Context: an optimization exercise on an open-source flow, tuned for small area and a short achievable clock period. The choices shown serve that exercise and are no tape-out recipe.
In this exercise RTL edits were held to simulation tests only and were not proved equivalent to the original.
Power and IR drop assume default switching activity.

==> design/flow/config.mk <==
export PLATFORM = sky130hd
export DESIGN_NAME = mipsCore
export DESIGN_NICKNAME = mipsCore
export VERILOG_FILES = /design/flow/design.v
export SDC_FILE = /design/flow/constraint.sdc
export NUM_CORES = 4
export LEC_CHECK = 0
export CAP_MARGIN = 20
export CORE_MARGIN = 2
export CORE_UTILIZATION = 50
export SETUP_SLACK_MARGIN = 4
export SLEW_MARGIN = 20
==> design/flow/constraint.sdc <==
create_clock -name core_clock -period 10.0 [get_ports {clk}]
set_input_delay 2.0000 -clock core_clock [delete_from_list [all_inputs] [get_ports {clk}]]
set_output_delay 2.0000 -clock core_clock [all_outputs]
set_load 0.01 [all_outputs]
==> design/flow/design.v <==
package mipsPkg;
    typedef logic [32-1:0] word_t;
    typedef logic [5-1:0] regAddr_t;
    typedef enum logic [5:0] {
        OpSpecial = 6'b000000,
        OpBltz    = 6'b000001,
        OpJ       = 6'b000010,
        OpJal     = 6'b000011,
        OpBeq     = 6'b000100,
        OpBne     = 6'b000101,
        OpBgtz    = 6'b000111,
        OpAddi    = 6'b001000,
        OpAndi    = 6'b001100,
        OpOri     = 6'b001101,
        OpXori    = 6'b001110,
        OpLui     = 6'b001111
    } opcode_e;
    typedef enum logic [5:0] {
        FnSll  = 6'b000000,
        FnSrl  = 6'b000010,
        FnSra  = 6'b000011,
        FnJr   = 6'b001000,
        FnJalr = 6'b001001,
        FnAdd  = 6'b100000,
        FnSub  = 6'b100010,
        FnAnd  = 6'b100100,
        FnOr   = 6'b100101,
        FnXor  = 6'b100110,
        FnSlt  = 6'b101010
    } funct_e;
    typedef enum logic [4:0] {
        AluNop, AluAnd, AluOr, AluXor, AluAdd, AluSub, AluSlt,
        AluSll, AluSrl, AluSra, AluLui,
        AluBeq, AluBne, AluBgtz, AluBltz,
        AluJ, AluJal, AluJr, AluJalr
    } aluOp_e;
endpackage
`timescale 1ns/1ps
module regFile (
    input  logic               clk,
    input  logic               rst_i,
    input  mipsPkg::regAddr_t  raAddr_i,
    input  mipsPkg::regAddr_t  rbAddr_i,
    input  logic               wrEn_i,
    input  mipsPkg::regAddr_t  wrAddr_i,
    input  mipsPkg::word_t     wrData_i,
    output mipsPkg::word_t     raData_o,
    output mipsPkg::word_t     rbData_o
);
    mipsPkg::word_t             regs [1:32-1];
    logic [32-1:1]  vld;
    logic [32-1:1]  wrSel;
    logic [32-1:1]  rdOk;
    always_comb
    begin
        for (int i = 1; i < 32; i++)
            wrSel[i] = wrEn_i && (wrAddr_i == 5'(i));
    end
    always_ff @(posedge clk)
    begin
        for (int i = 1; i < 32; i++)
            if (wrSel[i])
                regs[i] <= wrData_i;
    end
    always_ff @(posedge clk)
    begin
        if (rst_i)
            vld <= '0;
        else
            vld <= vld | wrSel;
    end
    assign rdOk = vld & ~wrSel;
    logic hitA, hitB;
    assign hitA = wrEn_i && (wrAddr_i == raAddr_i) && (raAddr_i != '0);
    assign hitB = wrEn_i && (wrAddr_i == rbAddr_i) && (rbAddr_i != '0);
    always_comb
    begin
        raData_o = hitA ? wrData_i : '0;
        rbData_o = hitB ? wrData_i : '0;
        for (int i = 1; i < 32; i++)
        begin
            if (rdOk[i] && (raAddr_i == 5'(i)))
                raData_o = raData_o | regs[i];
            if (rdOk[i] && (rbAddr_i == 5'(i)))
                rbData_o = rbData_o | regs[i];
        end
    end
endmodule
`timescale 1ns/1ps
module mipsCore (
    input  logic               clk,
    input  logic               rst_i,
    input  logic               instValid_i,
    input  mipsPkg::word_t     inst_i,
    input  mipsPkg::word_t     pc_i,
    output logic               wrEn_o,
    output mipsPkg::regAddr_t  wrAddr_o,
    output mipsPkg::word_t     wrData_o,
    output logic               jCe_o,
    output mipsPkg::word_t     jAddr_o
);
    logic [5:0]        op;
    logic [5:0]        fn;
    mipsPkg::regAddr_t rs;
    mipsPkg::regAddr_t rt;
    mipsPkg::regAddr_t rd;
    logic [4:0]        sh;
    logic [15:0]       imm;
    assign op  = inst_i[31:26];
    assign rs  = inst_i[25:21];
    assign rt  = inst_i[20:16];
    assign rd  = inst_i[15:11];
    assign sh  = inst_i[10:6];
    assign fn  = inst_i[5:0];
    assign imm = inst_i[15:0];
    logic rType;
    logic fAnd, fOr, fXor, fAdd, fSub, fSlt, fSll, fSrl, fSra, fJr, fJalr;
    logic oAddi, oAndi, oOri, oXori, oLui, oBeq, oBne, oBgtz, oBltz, oJ, oJal;
    assign rType = (op == 6'b000000);
    assign fAnd  = rType && (fn == 6'b100100);
    assign fOr   = rType && (fn == 6'b100101);
    assign fXor  = rType && (fn == 6'b100110);
    assign fAdd  = rType && (fn == 6'b100000);
    assign fSub  = rType && (fn == 6'b100010);
    assign fSlt  = rType && (fn == 6'b101010);
    assign fSll  = rType && (fn == 6'b000000);
    assign fSrl  = rType && (fn == 6'b000010);
    assign fSra  = rType && (fn == 6'b000011);
    assign fJr   = rType && (fn == 6'b001000);
    assign fJalr = rType && (fn == 6'b001001);
    assign oAddi = (op == 6'b001000);
    assign oAndi = (op == 6'b001100);
    assign oOri  = (op == 6'b001101);
    assign oXori = (op == 6'b001110);
    assign oLui  = (op == 6'b001111);
    assign oBeq  = (op == 6'b000100);
    assign oBne  = (op == 6'b000101);
    assign oBgtz = (op == 6'b000111);
    assign oBltz = (op == 6'b000001);
    assign oJ    = (op == 6'b000010);
    assign oJal  = (op == 6'b000011);
    logic              wrRd, wrRt, doWr;
    mipsPkg::regAddr_t dst;
    assign wrRd = fAnd | fOr | fXor | fAdd | fSub | fSlt | fSll | fSrl | fSra | fJalr;
    assign wrRt = oAddi | oAndi | oOri | oXori | oLui;
    assign dst  = oJal ? 5'(31) : (rType ? rd : rt);
    assign doWr = instValid_i && (wrRd || wrRt || oJal);
    mipsPkg::word_t pc4;
    mipsPkg::word_t se;
    mipsPkg::word_t ze;
    assign pc4 = pc_i + 32'd4;
    assign se  = {{16{imm[15]}}, imm};
    assign ze  = {16'h0000, imm};
    mipsPkg::word_t a;
    mipsPkg::word_t b;
    mipsPkg::word_t res;
    regFile i_regFile (
        .clk      (clk),
        .rst_i    (rst_i),
        .raAddr_i (rs),
        .rbAddr_i (rt),
        .wrEn_i   (wrEn_o),        
        .wrAddr_i (wrAddr_o),
        .wrData_i (wrData_o),
        .raData_o (a),
        .rbData_o (b)
    );
    logic           isShf, isSub, immZ, immS;
    mipsPkg::word_t bLog;
    mipsPkg::word_t bAdd;
    mipsPkg::word_t sum;
    mipsPkg::word_t rAnd, rOr, rXor;
    mipsPkg::word_t shIn;
    mipsPkg::word_t shOut;
    logic           shFill;
    logic           lt;
    assign isShf = fSll | fSrl | fSra;
    assign isSub = fSub | fSlt;
    assign immZ  = oAndi | oOri | oXori;
    assign immS  = oAddi;
    assign bLog = immZ ? ze : b;
    assign rAnd = a & bLog;
    assign rOr  = a | bLog;
    assign rXor = a ^ bLog;
    assign bAdd = immS ? se : (isSub ? ~b : b);
    assign sum  = a + bAdd + {31'd0, isSub};
    assign lt   = (a[31] != b[31]) ? a[31] : sum[31];
    always_comb
    begin
        for (int i = 0; i < 32; i++)
            shIn[i] = fSll ? b[32-1-i] : b[i];
    end
    assign shFill = fSra & b[32-1];
    logic [2*32-1:0] shWide;
    assign shWide = {{32{shFill}}, shIn} >> sh;
    assign shOut  = shWide[32-1:0];
    always_comb
    begin
        res = '0;
        if (fAdd | fSub | oAddi)
            res = res | sum;
        if (fSlt)
            res = res | {31'd0, lt};
        if (fSrl | fSra)
            res = res | shOut;
        if (fSll)
            for (int i = 0; i < 32; i++)
                res[i] = res[i] | shOut[32-1-i];
        if (oLui)
            res = res | {imm, 16'h0000};
        if (oJal | fJalr)
            res = res | pc4;
        if (fAnd | oAndi)
            res = res | rAnd;
        if (fOr | oOri)
            res = res | rOr;
        if (fXor | oXori)
            res = res | rXor;
    end
    logic           taken;
    logic           aEqB;
    mipsPkg::word_t tgt;
    logic [30:0]    brSum;
    assign aEqB = (rXor == '0);      
    always_comb
    begin
        taken = 1'b0;
        if (oJ | oJal | fJr | fJalr)
            taken = 1'b1;
        else if (oBeq)
            taken = aEqB;
        else if (oBne)
            taken = !aEqB;
        else if (oBgtz)
            taken = !a[31] && (a != '0);
        else if (oBltz)
            taken = a[31];
    end
    assign brSum = {pc_i[31:2], 1'b1} + {se[29:0], 1'b1};
    always_comb
    begin
        if (fJr | fJalr)
            tgt = a;
        else if (oJ | oJal)
            tgt = {pc4[31:28], inst_i[25:0], 2'b00};
        else
            tgt = {brSum[30:1], pc_i[1:0]};
    end
    always_ff @(posedge clk)
    begin
        if (rst_i)
        begin
            wrEn_o <= 1'b0;
            jCe_o  <= 1'b0;
        end
        else
        begin
            wrEn_o <= doWr && (dst != '0);
            jCe_o  <= instValid_i && taken;
        end
    end
    always_ff @(posedge clk)
    begin
        wrAddr_o <= dst;
        wrData_o <= res;
        jAddr_o  <= tgt;
    end
endmodule
==> design/flow/flow/run.sh <==
#!/bin/bash
# Standard ORFS layout with two changes:
#  - ABC maps the combinational logic with an area-recovering &nf script
#    (flow/abc_speed.script) instead of ORFS's default speed script;
#  - port buffers use sky130_fd_sc_hd__buf_1 (resized later where timing needs it).
# Registers, their names and cell types are those of the standard synthesis.
set -euo pipefail
cd "$(dirname "$0")/.."
rm -rf scripts_local
cp -r "$FLOW_HOME/scripts" scripts_local
cp flow/abc_speed.script scripts_local/abc_speed.script
export SCRIPTS_DIR="$PWD/scripts_local"
export BUFFER_PORTS_ARGS="-buffer_cell sky130_fd_sc_hd__buf_1"
bash standard.sh > flow_standard.log 2>&1
==> design/flow/flow/abc_speed.script <==
strash
&get -n
&st
&syn2
&synch2
&nf -R 0
&put
buffer -c
topo
stime -c
upsize -c
dnsize -c
==> design/flow/standard.sh <==
#!/bin/bash
# synth_recipe.tcl (not shown) runs the flow's synth.tcl, then flattens the netlist and writes it again
# the make line also repeats each setting of config.mk as NAME=value (left out here)
make -C /OpenROAD-flow-scripts/flow DESIGN_CONFIG=/design/flow/config.mk WORK_HOME=/design/flow/orfs CLKGATE_MAP_FILE= SYNTH_SCRIPT=/design/flow/synth_recipe.tcl "${@:-finish}"
==> results of run 1 <==
-- how the worst min path moves through the flow --
stage	startpoint	endpoint	slack, ns
2_1_floorplan	i_regFile.vld[10]	i_regFile.vld[10]	0.44
3_3_place_gp	i_regFile.vld[3]	i_regFile.vld[3]	0.45
3_5_place_dp	i_regFile.vld[9]	i_regFile.vld[9]	0.46
4_1_cts	i_regFile.vld[29]	i_regFile.vld[29]	0.47
5_1_grt	i_regFile.vld[21]	i_regFile.vld[21]	0.50
6_report	i_regFile.vld[12]	i_regFile.vld[12]	0.47
-- per-layer routing --
| layer | part of all wire | global-route usage | vias up |
|---|---|---|---|
| li1 | - | - | 18159 |
| met3 | 0.18 | 0.241 | 1635 |
| met4 | 0.098 | 0.357 | 22 |
| met1 | 0.32 | 0.589 | 23494 |
| met2 | 0.40 | 0.675 | 5524 |
| met5 | 0.00093 | 0.00391 | - |
-- synthesized netlist by cell type, drive strengths merged, types with 35 or more instances --
cell type	instances	area [um2]
and2	35	219
xor2	41	359
xnor2	90	788
mux4	53	1190
clkbuf	282	1060
a21oi	169	846
a221oi	238	2100
mux2i	60	601
nand2	171	642
a221o	35	350
a2111oi	74	732
o21ai	69	345
nor2	195	732
inv	123	462
buf	57	278
nand4	148	926
a22o	225	1970
dfxtp	102	2040
a22oi	532	3990
ha	124	1550
edfxtp	992	29800
nand3	119	596
-- power groups by stage --
stage | logic, W | registers, W | clock network, W
detailed placement | 0.000381 | 0.00507 | 0
global route | 0.000446 | 0.00497 | 0.00448
finish | 0.000426 | 0.00497 | 0.00433
floorplan | 0.000209 | 0.00508 | 0
CTS | 0.000409 | 0.00497 | 0.00429
global placement | 0.000380 | 0.00507 | 0
-- flip-flops by register name, summed over array words and instances, names as in the netlist --
register,cells
jAddr_o,32
i_regFile.vld,31
wrEn_o,1
jCe_o,1
wrData_o,32
i_regFile.regs,992
wrAddr_o,5
-- stage by stage --
stage | total power [W] | cells | setup slack [ns] | instance area, um2 | hold slack [ns]
3_3_place_gp | 0.00545 | 5652 | 1.47 | 57900 | 0.450
4_1_cts | 0.00968 | 5994 | 3.42 | 63800 | 0.474
3_5_place_dp | 0.00545 | 5654 | 1.43 | 57900 | 0.459
6_report | 0.00972 | 6038 | 3.30 | 64500 | 0.474
2_1_floorplan | 0.00529 | 4244 | 3.19 | 54600 | 0.440
5_1_grt | 0.00990 | 6028 | 3.23 | 64500 | 0.495
-- cells by family (layout without fill, tap and decap cells) --
family | count (synthesis) | after routing
other cells | 0 | 11
buf+inv | 464 | 844
compound gates | 1501 | 1501
mux | 120 | 120
fa+ha+maj | 128 | 128
flops | 1094 | 1094
xor+xnor | 131 | 131
simple gates | 806 | 806
-- worst register-to-register path: cells and delay by family, from the launching register on --
| family | cells | cell delay [ns] |
|---|---|---|
| xor+xnor | 1 | 0.18 |
| compound gates | 11 | 2.26 |
| buf+inv | 5 | 1.28 |
| fa+ha+maj | 1 | 0.44 |
| flops | 1 | 0.69 |
| simple gates | 6 | 1.66 |
-- final cells by class --
class	count	area share
Antenna cell	11	0.000427
Inverter	125	0.00733
Timing Repair Buffer	506	0.0670
Multi-Input combinational cell	2686	0.347
Clock buffer	130	0.0455
Sequential cell	1094	0.494
Tap cell	1403	0.0272
Clock inverter	83	0.0123
-- timing repair --
item / in CTS / in global routing
setup buffers: 119 / 29
pin swaps: 67 / 55
endpoints found under the setup margin: 33 / 29
gates resized for setup: 190 / 75
cloned: 8 / 2
hold endpoints to repair: 0 / 0
==> impl_metrics.ini, run 1 <==
[clock_tree]
clockBufferDepth = 3
cts_tree = built
cts_max_level = 3
root_buffer = clkbuf_16
clock-sinks = 1094
clock_latency_ns = 0.77
ctsHoldBuffers = 0
path_clk_slew_ns = 0.07
cts_buffers = 114

[detailed_routing]
finalWirelength_mm = 279
routedWlPerCell_um = 46.2
remaining_drc_errors = 0
num_vias = 48834
drt_iter0_markers = 10452
first_pass_iters = 9
vias_per_cell = 8.09
postRouteAntennaNets = 0

[cells_and_area]
final_common_cell = edfxtp_1
regArea_um2 = 31800
most-common-layout-cells = edfxtp_1 (992), a22oi_1 (530), buf_4 (278)
drive_gt1_frac = 0.195
area_delta_synth_final_pct = 19.4
layout.nets = 4721
utilization = 0.602
multi_input_area_um2 = 22400
fillCellCount = 8378

[setup_path]
cp-startpoint = inst_i[22]
arrival_ns = 7.39
r2r_start = wrAddr_o[4]
crit_path_max_fanout = 32
end_kind = flip-flop
cpLargestDelayFamily = compound AO/OA/AOI/OAI gates
rrSetupSlack_ns = 3.38
r2r_end = wrData_o[29]
cp_slowest_cell = a2111oi_0
path_depth = 23
worst_setup_path_start_kind = input pin
cpMostUsedCell = o21ai_2
critPathBufInv = 4
worst_r2r_path_depth = 24
cp-endpoint = wrData_o[0]
cp_data_required_time_ns = 10.70
path_cells = buf_1 > or2_4 > buf_4 > a2111oi_4 > buf_12 > a22oi_1 > nand4_1 > a2111oi_0 > nand4_1 > buf_4 > ha_1 > a21oi_2 > o21bai_1 > a21oi_1 > o21ai_2 > a21oi_2 > o21ai_2 > a211oi_4 > o21ai_2 > xnor2_2 > xnor2_2 > maj3_1 > o211ai_1
slowest_delay_ns = 0.58
path_class = input pin to flip-flop

[pwr]
clkPwrFrac = 0.445
switchingPower_w = 0.00221
max-vdd-ir-drop_mv = 0.148
p_leak_nw = 22.9
pwr-share-seq = 0.511
p_int_w = 0.00752
p_comb_frac = 0.044
p_per_area_nw_per_um2 = 151
swShare = 0.227

[synthesis]
ys.flop_type = edfxtp_1
synth_cells = 4244
syn_area_um2 = 54000
synth_compound_area_frac = 0.215
synthMuxAreaShare = 0.0347
synth_top_family_by_area = compound AO/OA/AOI/OAI gates
synth_fa_ha_area_frac = 0.0300
synth_cell_types = 73
synthSimpleGateAreaFrac = 0.0759
syn_nets = 4438
synth_xor_area_frac = 0.0212
synth_warnings = 3
ys_seq_area_frac = 0.589
async_reset_ff_frac = 0
syn_area_per_cell_um2 = 12.7
ys_ff_latch = 1094
synth_edf_count = 992

[grt]
grt_max_degree = 51
grt_pass1_wl_mm = 372
grt_pass1_vias = 45496
track_usage = 0.489
grt_overflow = 0
grt_antenna_before_repair = 15

[sta]
hold_viol_final = 0
fin_crit_ns = 6.70
rsz0062_at_grt = true
setup_viol = 0
finClkSkew_ns = 0.0546
fin_setup_tns_ns = 0
relSlewSlack = 0.191
period_share = 0.670
drv_slew = 0
max_freq_ghz = 0.149
tightest_slew_ns = 1.21

[placed_design]
gp_congestion = 1.02
dp_hpwl_mm = 158
port-buffer-count = 137

[status]
status = no timing/DRC/antenna violations

[floorplanning]
core_area_um2 = 107000
dieHeight_um = 333
die_area_um2 = 111000
fp.dieW_um = 333
top_level_ports = 138
rows = 120
start_util = 0.505

[hold_path]
hold_depth = 2
hold_class = flip-flop to flip-flop

[run]
maxCapViolCount = 0
==> run 2, diff against run 1 <==
--- a/design/flow/design.v
+++ b/design/flow/design.v
@@ -71,8 +71,8 @@
     end
     assign rdOk = vld & ~wrSel;
     logic hitA, hitB;
-    assign hitA = wrEn_i && (wrAddr_i == raAddr_i) && (raAddr_i != '0);
-    assign hitB = wrEn_i && (wrAddr_i == rbAddr_i) && (rbAddr_i != '0);
+    assign hitA = wrEn_i && (wrAddr_i == raAddr_i);
+    assign hitB = wrEn_i && (wrAddr_i == rbAddr_i);
     always_comb
     begin
         raData_o = hitA ? wrData_i : '0;
@@ -183,7 +183,9 @@
     assign rOr  = a | bLog;
     assign rXor = a ^ bLog;
     assign bAdd = immS ? se : (isSub ? ~b : b);
-    assign sum  = a + bAdd + {31'd0, isSub};
+    logic [32:0] sumX;
+    assign sumX = {a, 1'b1} + {bAdd, isSub};
+    assign sum  = sumX[32:1];
     assign lt   = (a[31] != b[31]) ? a[31] : sum[31];
     always_comb
     begin
==> run 2 against run 1 <==
Synthesized cell count increased by 0.78%. Fmax increased by 1.3%. Register-to-register slack barely moved. Clock skew is 0.0095 ns higher. Cell count rose by 3.0%. Non-clock buffer count is 117 higher. Sequential power hardly changed. Setup slack improved by 0.089 ns. Core utilization grew 1.6 points. Still clean on timing, DRC and antenna.
==> impl_metrics.ini, run 2 <==
[placed_design]
dp_hpwl_mm = 158
port-buffer-count = 137
gp_congestion = 1.04
placedCellCount = 5716
dp_slack_ns = 1.16

[pwr]
pwr-share-seq = 0.508
max-vdd-ir-drop_mv = 0.148
switchingPower_w = 0.00223
design_power_total_w = 0.00979
clkPwrFrac = 0.448
p_leak_nw = 23.8
p_per_area_nw_per_um2 = 146
p_int_w = 0.00756
p_comb_frac = 0.044
swShare = 0.227

[synthesis]
synthMostInstantiatedCell = edfxtp_1
ys_ff_latch = 1094
async_reset_ff_frac = 0
synth_edf_count = 992
synth_warnings = 3
syn_area_per_cell_um2 = 12.7
synthTopCellsByArea = edfxtp_1 (55%), a22oi_1 (7.0%), a22o_1 (4.3%)
syn_area_um2 = 54400
synth_cell_types = 82
synth_cells = 4277
synth_largest_area_cell = edfxtp_1
ys.flop_type = edfxtp_1
ys_seq_area_frac = 0.585
synth_common_cells = edfxtp_1 (992), a22oi_1 (506), a22o_1 (265), clkbuf_1 (261), a221oi_1 (259)
syn_nets = 4471
yosysTopAreaCellShare = 0.547

[setup_path]
cp_slowest_cell = buf_4
slowest_delay_ns = 0.71
critPathBufInv = 3
cpLargestDelayFamily = compound AO/OA/AOI/OAI gates
end_kind = flip-flop
path_cells = clkbuf_4 > nand3b_1 > buf_4 > a2111oi_2 > buf_4 > a22oi_1 > nand4_1 > or4_4 > ha_1 > a21o_1 > a21o_1 > a211o_1 > a211o_1 > a21oi_2 > o41ai_2 > a211oi_2 > xnor2_2 > a221oi_4 > o211ai_1
path_class = input pin to flip-flop
worst_setup_path_start_kind = input pin
rrSetupSlack_ns = 3.39
crit_path_max_fanout = 27
cp_data_required_time_ns = 10.50
arrival_ns = 7.11

[grt]
grt_pass1_wl_mm = 380
track_usage = 0.498
grt_pass1_vias = 45967
grt_overflow = 0
grt_antenna_before_repair = 18
grt_max_degree = 49

[clock_tree]
path_clk_slew_ns = 0.06
clock-sinks = 1094
clock_latency_ns = 0.78
cts_buffers = 111
root_buffer = clkbuf_16
cts_tree = built
clockBufferDepth = 3
cts_max_level = 3

[cells_and_area]
drive_gt1_frac = 0.234
most-common-layout-cells = edfxtp_1 (992), a22oi_1 (502), buf_4 (332)
layout.nets = 4875
utilization = 0.618
layoutNonFillerInstCount = 6218
fillCellCount = 8364
largest_register = i_regFile.regs
final_common_cell = edfxtp_1
largest_register_ffs = 992
area_delta_synth_final_pct = 23.1
reg_top3 = i_regFile.regs x992, jAddr_o x32, wrData_o x32

[detailed_routing]
routedWlPerCell_um = 46.2
finalWirelength_mm = 287
num_vias = 50447
drt_iter0_markers = 10910
vias_per_cell = 8.11
first_pass_iters = 9
remaining_drc_errors = 0
postRouteAntennaNets = 0

[floorplanning]
fp.dieW_um = 334
rows = 121
top_level_ports = 138
start_util = 0.502
die_area_um2 = 111000
core_area_um2 = 108000
dieHeight_um = 334

[sta]
rsz0062_at_grt = true
hold_viol_final = 0
relSlewSlack = 0.156
max_freq_ghz = 0.151
fin_crit_ns = 6.61
fin_setup_tns_ns = 0
tightest_slew_ns = 1.27
drv_slew = 0
finClkSkew_ns = 0.0641
setup_ws_ns = 3.39
period_share = 0.661
setup_viol = 0

[status]
status = no timing/DRC/antenna violations

[run]
maxCapViolCount = 0

[hold_path]
hold_class = flip-flop to flip-flop
## run 2: power groups by stage
stage	registers [W]	clock network [W]	logic [W]
2_1_floorplan	0.00508	0	0.000218
5_1_grt	0.00497	0.00453	0.000456
6_report	0.00497	0.00438	0.000433
3_5_place_dp	0.00507	0	0.000378
3_3_place_gp	0.00507	0	0.000376
4_1_cts	0.00497	0.00435	0.000408
## run 2: stage by stage
stage | cell area [um2] | hold slack, ns
3_5_place_dp | 58400 | 0.459
5_1_grt | 66900 | 0.488
2_1_floorplan | 55500 | 0.440
4_1_cts | 65300 | 0.473
6_report | 67000 | 0.472
3_3_place_gp | 58400 | 0.449
## run 2: metal layers
metal | share of wire | GRT usage
met5 | 0.0013 | 0.0208
met4 | 0.10 | 0.378
met3 | 0.19 | 0.249
met2 | 0.39 | 0.681
met1 | 0.32 | 0.595
## run 2: cell families after synthesis
| kind of cell | after synthesis | synth area share |
|---|---|---|
| adder cells (fa/ha/maj) | 128 | 0.0297 |
| buffers and inverters | 458 | 0.0337 |
| XOR/XNOR | 131 | 0.0213 |
| AND/OR/NAND/NOR | 836 | 0.0796 |
| multiplexers | 114 | 0.0357 |
| flip-flops | 1094 | 0.585 |
| AO/OA/AOI/OAI | 1516 | 0.215 |
## run 2: layout make-up
| cell class | instances | area [um2] | share of cell area |
|---|---|---|---|
| diodes | 26 | 65.1 | 0.000971 |
| clock buffers | 140 | 3010 | 0.0449 |
| clock inverters | 70 | 769 | 0.0115 |
| inverters | 123 | 464 | 0.00693 |
| multi-input cells | 2728 | 23300 | 0.347 |
| flip-flops and latches | 1094 | 31800 | 0.475 |
| well taps | 1414 | 1770 | 0.0264 |
| repair buffers | 623 | 5830 | 0.0870 |
## run 2: timing repair
item	4_1_cts	5_1_grt
setup endpoints to repair	33	32
setup buffers	162	80
pin swaps	105	89
hold buffers	0	0
cloned	17	5
resized for setup	325	177
## run 2: worst paths after layout
path / cells after the start / endpoint / from
max: 19 / wrData_o[27] / inst_i[25]
min: 2 / i_regFile.vld[14] / i_regFile.vld[14]
max reg2reg: 18 / wrData_o[27] / wrEn_o
min reg2reg: 2 / i_regFile.vld[14] / i_regFile.vld[14]
## run 2: worst register-to-register path: cells and delay by family, from the launching register on
family | cells | cell delay, ns
buffers and inverters | 1 | 0.27
adder cells (fa/ha/maj) | 1 | 0.33
flip-flops | 1 | 0.65
AO/OA/AOI/OAI | 10 | 2.87
AND/OR/NAND/NOR | 5 | 2.08
XOR/XNOR | 1 | 0.17
==> run 3, diff against run 2 <==
--- a/design/flow/config.mk
+++ b/design/flow/config.mk
@@ -8,5 +8,8 @@
 export CAP_MARGIN = 20
 export CORE_MARGIN = 2
 export CORE_UTILIZATION = 50
+export CTS_BUF_LIST = sky130_fd_sc_hd__clkbuf_8
+export CTS_CLUSTER_DIAMETER = 50
+export CTS_CLUSTER_SIZE = 12
 export SETUP_SLACK_MARGIN = 4
 export SLEW_MARGIN = 20
==> run 3 against run 2 <==
Still clean on timing, DRC and antenna. Worst hold slack gained 0.0010 ns. Fmax is 1.8% higher. Register-to-register slack better by 0.22 ns. Area after synthesis unchanged. Clock power shrank 23%. Via count shrank 0.27%. First-iteration DRC count down 7.8%. Sequential share of layout area up 1.3 points.
==> impl_metrics.ini, run 3 <==
[cells_and_area]
utilization = 0.601
finalInstanceArea_um2 = 65200
final_common_cell = edfxtp_1
most-common-layout-cells = edfxtp_1 (992), a22oi_1 (502), buf_4 (313)
area_delta_synth_final_pct = 19.8
largest_register = i_regFile.regs
drive_gt1_frac = 0.221
largest_register_ffs = 992
layout.nets = 4859
fillCellCount = 8547
reg_top3 = i_regFile.regs x992, jAddr_o x32, wrData_o x32

[sta]
max_freq_ghz = 0.154
period_share = 0.649
setup_viol = 0
relSlewSlack = 0.198
finClkSkew_ns = 0.0751
tightest_slew_ns = 1.20
rsz0062_at_grt = true
drv_slew = 0
hold_viol_final = 0
fin_setup_tns_ns = 0
fin_crit_ns = 6.49

[placed_design]
place_area_um2 = 58400
gp_congestion = 1.04
port-buffer-count = 137
dp_hpwl_mm = 158

[synthesis]
synth_cell_types = 82
yosysTopAreaCellShare = 0.547
synth_common_cells = edfxtp_1 (992), a22oi_1 (506), a22o_1 (265), clkbuf_1 (261), a221oi_1 (259)
async_reset_ff_frac = 0
ys.flop_type = edfxtp_1
syn_area_per_cell_um2 = 12.7
synth_warnings = 3
syn_nets = 4471
ys_seq_area_frac = 0.585
synthTopCellsByArea = edfxtp_1 (55%), a22oi_1 (7.0%), a22o_1 (4.3%)
synth_largest_area_cell = edfxtp_1
synth_cells = 4277
syn_area_um2 = 54400
synthMostInstantiatedCell = edfxtp_1
synth_edf_count = 992
ys_ff_latch = 1094

[setup_path]
worst_r2r_path_depth = 19
cp_slowest_cell = or3b_2
end_kind = flip-flop
path_cells = clkbuf_4 > or3b_2 > nor4_2 > buf_8 > a221oi_1 > nand3_1 > or4_4 > ha_2 > a21o_1 > a211o_1 > a211o_1 > a21oi_2 > o41ai_2 > a211oi_2 > xnor2_2 > a221oi_4 > o211ai_1
cpMostUsedCell = a211o_1
cp_data_required_time_ns = 10.63
crit_path_max_fanout = 32
r2r_start = wrAddr_o[1]
rrSetupSlack_ns = 3.61
arrival_ns = 7.12
worst_setup_path_start_kind = input pin
slowest_delay_ns = 0.64
r2r_end = wrData_o[27]
path_class = input pin to flip-flop

[grt]
grt_antenna_before_repair = 16
track_usage = 0.498
grt_pass1_wl_mm = 380
grt_overflow = 0
grt_pass1_vias = 45995
grt_max_degree = 49

[clock_tree]
cts_tree = built
cts_max_level = 4
clock-sinks = 1094
path_clk_slew_ns = 0.08
clockBufferDepth = 3
ctsHoldBuffers = 0
clock_latency_ns = 0.91
cts_buffers = 133
root_buffer = clkbuf_8

[detailed_routing]
first_pass_iters = 10
num_vias = 50313
vias_per_cell = 8.13
remaining_drc_errors = 0
postRouteAntennaNets = 0
wl_met1_mm = 92.1
finalWirelength_mm = 287
dr_wl_met2_mm = 113
highest_layer = met5
routedWlPerCell_um = 46.3
wl_met3_mm = 50.8
drt_iter0_markers = 10063

[floorplanning]
die_area_um2 = 111000
start_util = 0.502
top_level_ports = 138
core_area_um2 = 108000
fp.dieW_um = 334
rows = 121
dieHeight_um = 334

[hold_path]
min_from = i_regFile.vld[13]
hold_depth = 2
min_to = i_regFile.vld[13]
hold_class = flip-flop to flip-flop

[status]
status = no timing/DRC/antenna violations

[run]
maxCapViolCount = 0

[pwr]
p_per_area_nw_per_um2 = 135
p_leak_nw = 23.1
max-vdd-ir-drop_mv = 0.101
run 3: changes by cell type in the layout (fill, tap and decap cells not counted), sizes merged:
cell,previous run,this run
bufinv,12,10
inv,129,163
buf,603,566
clkinv,45,21
clkbuf,148,143
clkinvlp,7,10
run 3: through the flow:
stage | cells | hold WS, ns | total power (W) | setup slack (ns)
detailed placement | 5716 | 0.459 | 0.00545 | 1.16
floorplan | 4277 | 0.440 | 0.00530 | 3.37
finish | 6187 | 0.473 | 0.00878 | 3.51
CTS | 6112 | 0.475 | 0.00874 | 3.82
global route | 6166 | 0.506 | 0.00896 | 3.58
global placement | 5711 | 0.449 | 0.00545 | 1.06
run 3: critical path: cells and delay by family:
kind / cells / cell delay [ns]
compound gates: 9 / 2.55
xor+xnor: 1 / 0.15
fa+ha+maj: 1 / 0.31
buf+inv: 2 / 0.65
simple gates: 4 / 1.35
run 3: worst max path at each step:
stage,start,endpoint,cells after the start
after global routing,inst_i[18],wrData_o[30],25
after floorplan,inst_i[20],wrData_o[0],24
after global placement,inst_i[16],wrData_o[27],23
final,inst_i[23],wrData_o[27],17
after detailed placement,inst_i[19],wrData_o[27],20
after CTS,inst_i[22],wrData_o[27],23
run 3: report_power, final:
| part | leakage, nW | switching (W) | total, W | internal [W] |
|---|---|---|---|---|
| logic | 10.8 | 0.000278 | 0.000426 | 0.000147 |
| clock network | 1.40 | 0.00183 | 0.00339 | 0.00156 |
| registers | 10.9 | 0.0000188 | 0.00497 | 0.00495 |
| total | 23.1 | 0.00212 | 0.00878 | 0.00666 |
run 3: final cells by class:
type | count | area (um2) | area share
multi-input combinational | 2728 | 23000 | 0.353
tap | 1414 | 1770 | 0.0271
antenna | 26 | 65.1 | 0.000998
timing repair buffer | 585 | 5380 | 0.0826
inverter | 123 | 462 | 0.00708
clock buffer | 136 | 1870 | 0.0287
clock inverter | 81 | 768 | 0.0118
sequential | 1094 | 31800 | 0.488
run 3: routing by layer:
layer	track usage	vias up
li1	-	18499
met1	0.592	24196
met2	0.686	5710
met3	0.249	1896
met4	0.378	12
met5	0.0304	-
run 3: cells by family (layout without fill, tap and decap cells):
| group | count (synthesis) | count (layout) | synth area share |
|---|---|---|---|
| buffers and inverters | 458 | 925 | 0.0337 |
| and+or+nand+nor | 836 | 839 | 0.0796 |
| DFF | 1094 | 1094 | 0.585 |
| adders and majority gates | 128 | 128 | 0.0297 |
| xor gates and xnor gates | 131 | 131 | 0.0213 |
| other | 0 | 26 | 0 |
| muxes | 114 | 114 | 0.0357 |
| AOI/OAI and AO/OA | 1516 | 1516 | 0.215 |
run 3: timing repair:
item / 4_1_cts / 5_1_grt
cloned: 18 / 5
gates resized for setup: 322 / 88
setup buffers: 161 / 43
endpoints found under the setup margin: 33 / 24
pin swaps: 93 / 70
==> run 4, diff against run 3 <==
==> design/flow/flow/abc_speed.script (replaced) <==
strash
&get -n
&st
&syn2
&synch2
&nf -R 15
&put
buffer -c
topo
stime -c
upsize -c
dnsize -c
--- a/design/flow/config.mk
+++ b/design/flow/config.mk
@@ -7,7 +7,7 @@
 export LEC_CHECK = 0
 export CAP_MARGIN = 20
 export CORE_MARGIN = 2
-export CORE_UTILIZATION = 50
+export CORE_UTILIZATION = 55
 export CTS_BUF_LIST = sky130_fd_sc_hd__clkbuf_8
 export CTS_CLUSTER_DIAMETER = 50
 export CTS_CLUSTER_SIZE = 12
==> run 4 against run 3 <==
Core utilization rose by 4.1 points. Register-to-register slack improved by 0.15 ns. Power shrank 1.5%. Combinational power down 1%. Clock-buffer cell count up 6. Cell area is 3.3% lower. Critical path depth rose by 9. Global-route usage is 4.0 points higher. Routed wire length fell by 2.6%. Synthesized cell count decreased by 0.30%. Clock power fell by 4%.
==> impl_metrics.ini, run 4 <==
[setup_path]
slowest_delay_ns = 0.54
worst_setup_path_start_kind = input pin
arrival_ns = 7.11
rrSetupSlack_ns = 3.76
cp_data_required_time_ns = 10.73
r2r_start = wrAddr_o[3]
path_class = input pin to flip-flop
crit_path_max_fanout = 5
cp_slowest_cell = or4_4
r2r_end = wrData_o[29]
end_kind = flip-flop
worst_r2r_path_depth = 25

[cells_and_area]
drive_gt1_frac = 0.192
multi_input_area_um2 = 22300
most-common-layout-cells = edfxtp_1 (992), a22oi_1 (498), buf_4 (282)
reg_top3 = i_regFile.regs x992, jAddr_o x32, wrData_o x32
largest_register_ffs = 992
largest_register = i_regFile.regs
area_delta_synth_final_pct = 15.9
regArea_um2 = 31800
layout.nets = 4758
fillCellCount = 7469
final_common_cell = edfxtp_1

[pwr]
switchingPower_w = 0.00209
p_int_w = 0.00656
pwr-share-seq = 0.574
p_leak_nw = 22.5
clkPwrFrac = 0.378
design_power_total_w = 0.00865
swShare = 0.242
max-vdd-ir-drop_mv = 0.132
p_comb_frac = 0.048
p_per_area_nw_per_um2 = 137

[sta]
hold_viol_final = 0
rsz0062_at_grt = true
fin_crit_ns = 6.38
period_share = 0.638
max_freq_ghz = 0.157
finClkSkew_ns = 0.0627
fin_hold_ws_ns = 0.476
relSlewSlack = 0.158
setup_viol = 0
drv_slew = 0
tightest_slew_ns = 1.26
fin_setup_tns_ns = 0
setup_ws_ns = 3.62

[detailed_routing]
finalWirelength_mm = 279
first_pass_iters = 12
postRouteAntennaNets = 0
wl_met1_mm = 87.9
remaining_drc_errors = 0
routedWlPerCell_um = 46.8
dr_wl_met2_mm = 110
vias_per_cell = 8.33
wl_met3_mm = 52.0
drt_iter0_markers = 11220
num_vias = 49644
highest_layer = met5

[synthesis]
synth_common_cells = edfxtp_1 (992), a22oi_1 (499), a22o_1 (269), a221oi_1 (262), clkbuf_1 (253)
synth_cells = 4264
synthMostInstantiatedCell = edfxtp_1
syn_nets = 4458
syn_area_um2 = 54400
syn_area_per_cell_um2 = 12.8
ys.flop_type = edfxtp_1
synth_edf_count = 992
async_reset_ff_frac = 0
synthTopCellsByArea = edfxtp_1 (55%), a22oi_1 (6.9%), a22o_1 (4.3%)
synth_warnings = 3
synth_cell_types = 78
yosysTopAreaCellShare = 0.548
ys_seq_area_frac = 0.585
synth_largest_area_cell = edfxtp_1
ys_ff_latch = 1094

[grt]
grt_max_degree = 55
track_usage = 0.539
grt_antenna_before_repair = 25
grt_pass1_wl_mm = 374
grt_overflow = 0
grt_pass1_vias = 46032

[clock_tree]
path_clk_slew_ns = 0.08
clockBufferDepth = 3
cts_max_level = 4
cts_buffers = 132
ctsHoldBuffers = 0
root_buffer = clkbuf_8
cts_tree = built
clock_latency_ns = 0.91
clock-sinks = 1094

[placed_design]
dp_hpwl_mm = 158
dp_slack_ns = 1.79
port-buffer-count = 137
gp_congestion = 1.03

[hold_path]
min_to = i_regFile.vld[31]
hold_depth = 2
hold_class = flip-flop to flip-flop
min_from = i_regFile.vld[31]

[floorplanning]
fp.dieW_um = 318
top_level_ports = 138
die_area_um2 = 101000
start_util = 0.554
core_area_um2 = 98100
rows = 115
dieHeight_um = 318

[status]
status = no timing/DRC/antenna violations

[run]
maxCapViolCount = 0
[run 4: changes by cell type after synthesis, moves of 7 or more]
cell      before  now
o221ai_1      16    8
o21ai_0       72   91
o211ai_1      32   24
a21oi_1      155  140
mux2i_1       31   67
a221oi_2       0    7
nor2_1       189  173
a22oi_1      506  499
clkbuf_1     261  253
nand4_1      114  125
mux2_2        20    4
nor3_1        20    6
buf_1         16   24
[run 4: through the flow]
| stage | util | cells | instance area, um2 |
|---|---|---|---|
| CTS | 0.635 | 5891 | 62300 |
| global route | 0.642 | 5940 | 63000 |
| global placement | 0.588 | 5546 | 57700 |
| finish | 0.642 | 5963 | 63000 |
| detailed placement | 0.589 | 5547 | 57800 |
| floorplan | - | 4264 | 55100 |
[run 4: cells by family (layout without fill, tap and decap cells)]
group,Yosys count,after routing,synth area share
other cells,0,30,0
flops,1094,1094,0.585
xor+xnor,132,132,0.0213
mux,130,130,0.0374
compound gates,1493,1493,0.213
fa+ha+maj,128,128,0.0297
simple gates,817,823,0.0779
buf+inv,470,846,0.0357
[run 4: how the worst max path moves through the flow]
stage               start           end  cells past startpoint
2_1_floorplan  inst_i[18]   wrData_o[0]                     27
3_3_place_gp   inst_i[16]  wrData_o[29]                     23
3_5_place_dp   inst_i[19]  wrData_o[29]                     22
4_1_cts        inst_i[18]   wrData_o[0]                     26
5_1_grt        inst_i[19]   wrData_o[0]                     27
6_report       inst_i[20]  wrData_o[29]                     26
[run 4: power groups by stage]
stage	combinational [W]	clock, W	sequential (W)
2_1_floorplan	0.000212	0	0.00508
3_3_place_gp	0.000376	0	0.00507
3_5_place_dp	0.000376	0	0.00507
4_1_cts	0.000400	0.00322	0.00497
5_1_grt	0.000440	0.00340	0.00497
6_report	0.000420	0.00327	0.00497
[run 4: what timing repair did]
item / in CTS / in global routing
hold endpoints to repair: 0 / 0
resized for setup: 206 / 60
endpoints found under the setup margin: 33 / 23
pin swaps: 71 / 44
cloned: 15 / 2
setup buffers: 113 / 39
[run 4: area by class of cell]
| class | instances | area share |
|---|---|---|
| Multi-Input combinational cell | 2706 | 0.353 |
| Tap cell | 1287 | 0.0256 |
| Timing Repair Buffer | 505 | 0.0673 |
| Clock inverter | 74 | 0.00909 |
| Sequential cell | 1094 | 0.505 |
| Antenna cell | 30 | 0.00119 |
| Clock buffer | 142 | 0.0310 |
| Inverter | 125 | 0.00745 |
[run 4: per-layer routing]
layer	track usage	vias to the layer above
met5	0.0199	-
met4	0.421	18
met3	0.317	1868
met2	0.728	5762
met1	0.617	23755
li1	-	18241
[run 4: critical path: cells and delay by family]
kind,cells,cell delay [ns]
buffers and inverters,5,0.74
adders and majority gates,1,0.40
xor gates and xnor gates,2,0.29
and+or+nand+nor,3,0.85
AOI/OAI and AO/OA,15,2.81

-- afterwards: timing with drivers on the ports --
The results above use ideal ports. As a check the final layouts listed here were re-extracted and re-timed, cells and wires unchanged.
Step 1 (the two cells are an assumption about what drives the block):
set clk [get_ports {clk}]
set_driving_cell -lib_cell sky130_fd_sc_hd__clkbuf_16 $clk
set_driving_cell -lib_cell sky130_fd_sc_hd__buf_2 [delete_from_list [all_inputs] $clk]
Step 2 moves the port delays by t, midway between the first and last clock arrival at a register: inputs arrive t later, outputs are due t later. That takes back most of the time a late clock gives input paths.
Three values: ideal ports, drivers, drivers and shift; two values: the first two.
run	t, ns	setup slack, ns	clock arrival spread, ns	worst register clock-pin slew, ns	cell pins on the clock port's net
run 1	0.815	3.303 / 3.332 / 2.518	0.055 / 0.055	0.07 / 0.07	1
run 2	0.821	3.392 / 3.394 / 2.621	0.065 / 0.065	0.07 / 0.07	1
run 3	0.958	3.505 / 3.559 / 2.601	0.075 / 0.075	0.09 / 0.09	1
run 4	0.950	3.617 / 3.511 / 2.562	0.065 / 0.065	0.09 / 0.09	1
After both steps setup and hold are still met in every run listed. The setup slack of run 4, which loses most, moves by -0.106 ns with the drivers and by -1.055 ns with both steps.
